Source: an optimization exercise on an open RTL-to-GDS flow (aim: small area, a short achievable clock period and few clock cycles per item). Production flows keep margins and buffers that such runs may drop.
Only simulation tests tie the RTL to the original design; equivalence was not proved.
No activity file was given, so power comes from the tool's default toggle rates.

run A:
Design new_host_presence_table_core, start of the top module:
module new_host_presence_table_core
(
  input  logic clk,
  input  logic rst_n,
  input  logic in_valid,
  output logic in_ready,
  input  logic [48:0] in_data,
  output logic out_valid,
  input  logic out_ready,
  output logic [8:0]  out_data
);
  localparam int OUTST = 3;    
  hpt_pkg::in_t req;
  assign req = hpt_pkg::in_t'(in_data);
  logic rst_q;
  always_ff @(posedge clk) begin
    rst_q <= rst_n;
  end
  logic                      in_ready_r;
  logic                      s1_v, s1_cmd;
  logic [hpt_pkg::MAC_W-1:0] s1_mac;
  logic                      acc;
  assign acc    = in_valid && in_ready_r;
  assign s1_v   = acc;
  assign s1_cmd = req.cmd;
  assign s1_mac = req.mac;
  logic [hpt_pkg::RING_N-1:0]      cam_match;
  logic [hpt_pkg::RINGS-1:0]       cam_ins;
  logic [hpt_pkg::MAC_W-1:0]       cam_ins_data;
  logic                            pend_room;
  logic                            res_v;
  hpt_pkg::out_t                   res;
  hpt_ram #(
    .R (hpt_pkg::RINGS),
    .L (hpt_pkg::RING_LEN),
    .W (hpt_pkg::MAC_W)
  ) u_cam (
    .clk      (clk),
    .ins      (cam_ins),
    .ins_data (cam_ins_data),
    .key      (s1_mac),
    .match    (cam_match)
  );
  hpt_ctrl u_ctrl (
    .clk         (clk),
    .rst_n       (rst_n),
    .tbl_rst     (!rst_q),
    .acc         (acc),
    .acc_cmd     (req.cmd),
    .s1_v        (s1_v),
    .s1_cmd      (s1_cmd),
    .s1_mac      (s1_mac),
    .cam_match   (cam_match),
    .cam_ins      (cam_ins),
    .cam_ins_data (cam_ins_data),
    .pend_room   (pend_room),
    .res_v       (res_v),
    .res         (res)
  );
  logic          hv;
  hpt_pkg::out_t hd;
  logic [1:0][8:0] tq;
  logic          rd_r, wr_r;
  logic [1:0]    tt_r;       
  logic [2:0]    ct_r;       
  logic          pop, head_free, tail_empty, to_tail, deq, up, dn;
  logic [2:0]    ct_n;
  assign pop        = hv && out_ready;
  assign head_free  = !hv || out_ready;
  assign tail_empty = !tt_r[0];
  assign to_tail    = res_v && !(head_free && tail_empty);
  assign deq        = head_free && !tail_empty;
  assign up         = acc && !pop;
  assign dn         = pop && !acc;
  ...
Size: about 3400 flip-flops, roughly 64 I/O pins.
Settings: LEC_CHECK=0, CAP_MARGIN=20, CORE_MARGIN=2, CORE_UTILIZATION=50, CTS_CLUSTER_DIAMETER=100, CTS_CLUSTER_SIZE=25, SETUP_SLACK_MARGIN=2.6, SLEW_MARGIN=20, SYNTH_MEMORY_MAX_BITS=4096; clock period 5.0 ns.
run.sh (not shown) runs the stock make flow with config.mk's settings and CLKGATE_MAP_FILE= SYNTH_SCRIPT=/design/flow/synth_recipe.tcl, a recipe that flattens the netlist after the stock synthesis.
Testbench counts of run A, summed over its fixed seeds: cycles 3,598, requests 3,486.
## Diff of input files: run B against run A
-- flow/design.v --
<<< run A, line 88
  logic [P-1:0] pv_kp, pkp_lo, psel_nx, psel;
  logic         any_mv;
  logic [W-1:0] mv_mac, mv_mac_nx;
  assign psel   = pselq_r;
  assign mv     = (|(pselq_r & pv_r)) ? mvq_r : '0;
>>> run B, line 88
  logic [P-1:0] pv_kp, pkp_lo, psel_nx, psel;
  logic         any_mv;
  logic [W-1:0] mv_mac;
  assign psel   = pselq_r;
  assign mv     = (|(pselq_r & pv_r)) ? mvq_r : '0;
<<< run A, line 105
      pkp_lo = pkp_lo & ~(pv_kp << s);
    end
    psel_nx = pkp_lo;
    mv_nx   = (pv_kp != '0) ? hole_lo : '0;
    mv_mac_nx = '0;
    for (int i = 0; i < P; i++) begin
      mv_mac_nx = mv_mac_nx | ({W{pkp_lo[i]}} & pmac[i]);
    end
  end
>>> run B, line 105
      pkp_lo = pkp_lo & ~(pv_kp << s);
    end
    psel_nx = (pv_kp != '0) ? pkp_lo : (ins ? pfree_r : '0);
    mv_nx   = ((pv_kp != '0) || ins) ? hole_lo : '0;
    mv_mac = '0;
    for (int i = 0; i < P; i++) begin
      mv_mac = mv_mac | ({W{psel[i]}} & pmac[i]);
    end
  end
<<< run A, line 122
      m1p[i] = !pfree_r[i] && (pmac[i] == s1_mac);
    end
    m1p_sel = (mv_mac == s1_mac);
    for (int r = 0; r < R; r++) begin
      m1[r*L] = mv[r] ? m1p_sel : cam_match[r*L+L-1];
>>> run B, line 122
      m1p[i] = !pfree_r[i] && (pmac[i] == s1_mac);
    end
    m1p_sel = |(psel & m1p);
    for (int r = 0; r < R; r++) begin
      m1[r*L] = mv[r] ? m1p_sel : cam_match[r*L+L-1];
<<< run A, line 141
    end
    s2_mac <= s1_mac;
    mv_mac <= mv_mac_nx;
    m2     <= m1;
    m2p    <= m1p;
>>> run B, line 141
    end
    s2_mac <= s1_mac;
    m2     <= m1;
    m2p    <= m1p;
### Flow results
Run B vs run A — total stage count of the critical path rose 2. Total number of multi-input combinational cells | run B above run A. Run A -> run B: final cell count without fillers increased slightly. Est. power | run B vs run A | run B lower. Re global router's overall resource usage: run B is 0.85 points up on run A. Initial antenna violation count went down by more than 10% going from run A to run B. ~same fraction of area in clock buffers and inverters in run A and run B. Going from run A to run B, die footprint shrank by about 2.6%, final sequential cell count now sits lower. The maximum clock frequency of run B is lower than that of run A.
Testbench counts of run B, summed over its fixed seeds: cycles 3,582, requests 3,486.

[re-timing with driven ports]
The flow's constraints put no driver on any port. The routed layouts listed below were extracted and timed again, unchanged, in two steps.
Step 1, drivers: a clkbuf_16 drives clk and a buf_2 each remaining input, both assumed.
Step 2, shift: input delay + t, output delay - t, t = (earliest + latest rising clock arrival at the registers) / 2. This alone moves slack from input paths to output paths.
Slacks: ideal ports / drivers / drivers and shift; pairs: ideal ports / drivers.
run	shift t [ns]	setup slack, ns	cell pins on the clock port's net
run A	0.948	2.409 / 2.452 / 1.505	1
run B	0.959	2.250 / 2.250 / 1.414	1
After both steps every run listed still meets setup and hold. The setup slack of run A, which loses most, moves by +0.043 ns with the drivers and by -0.904 ns with both steps.
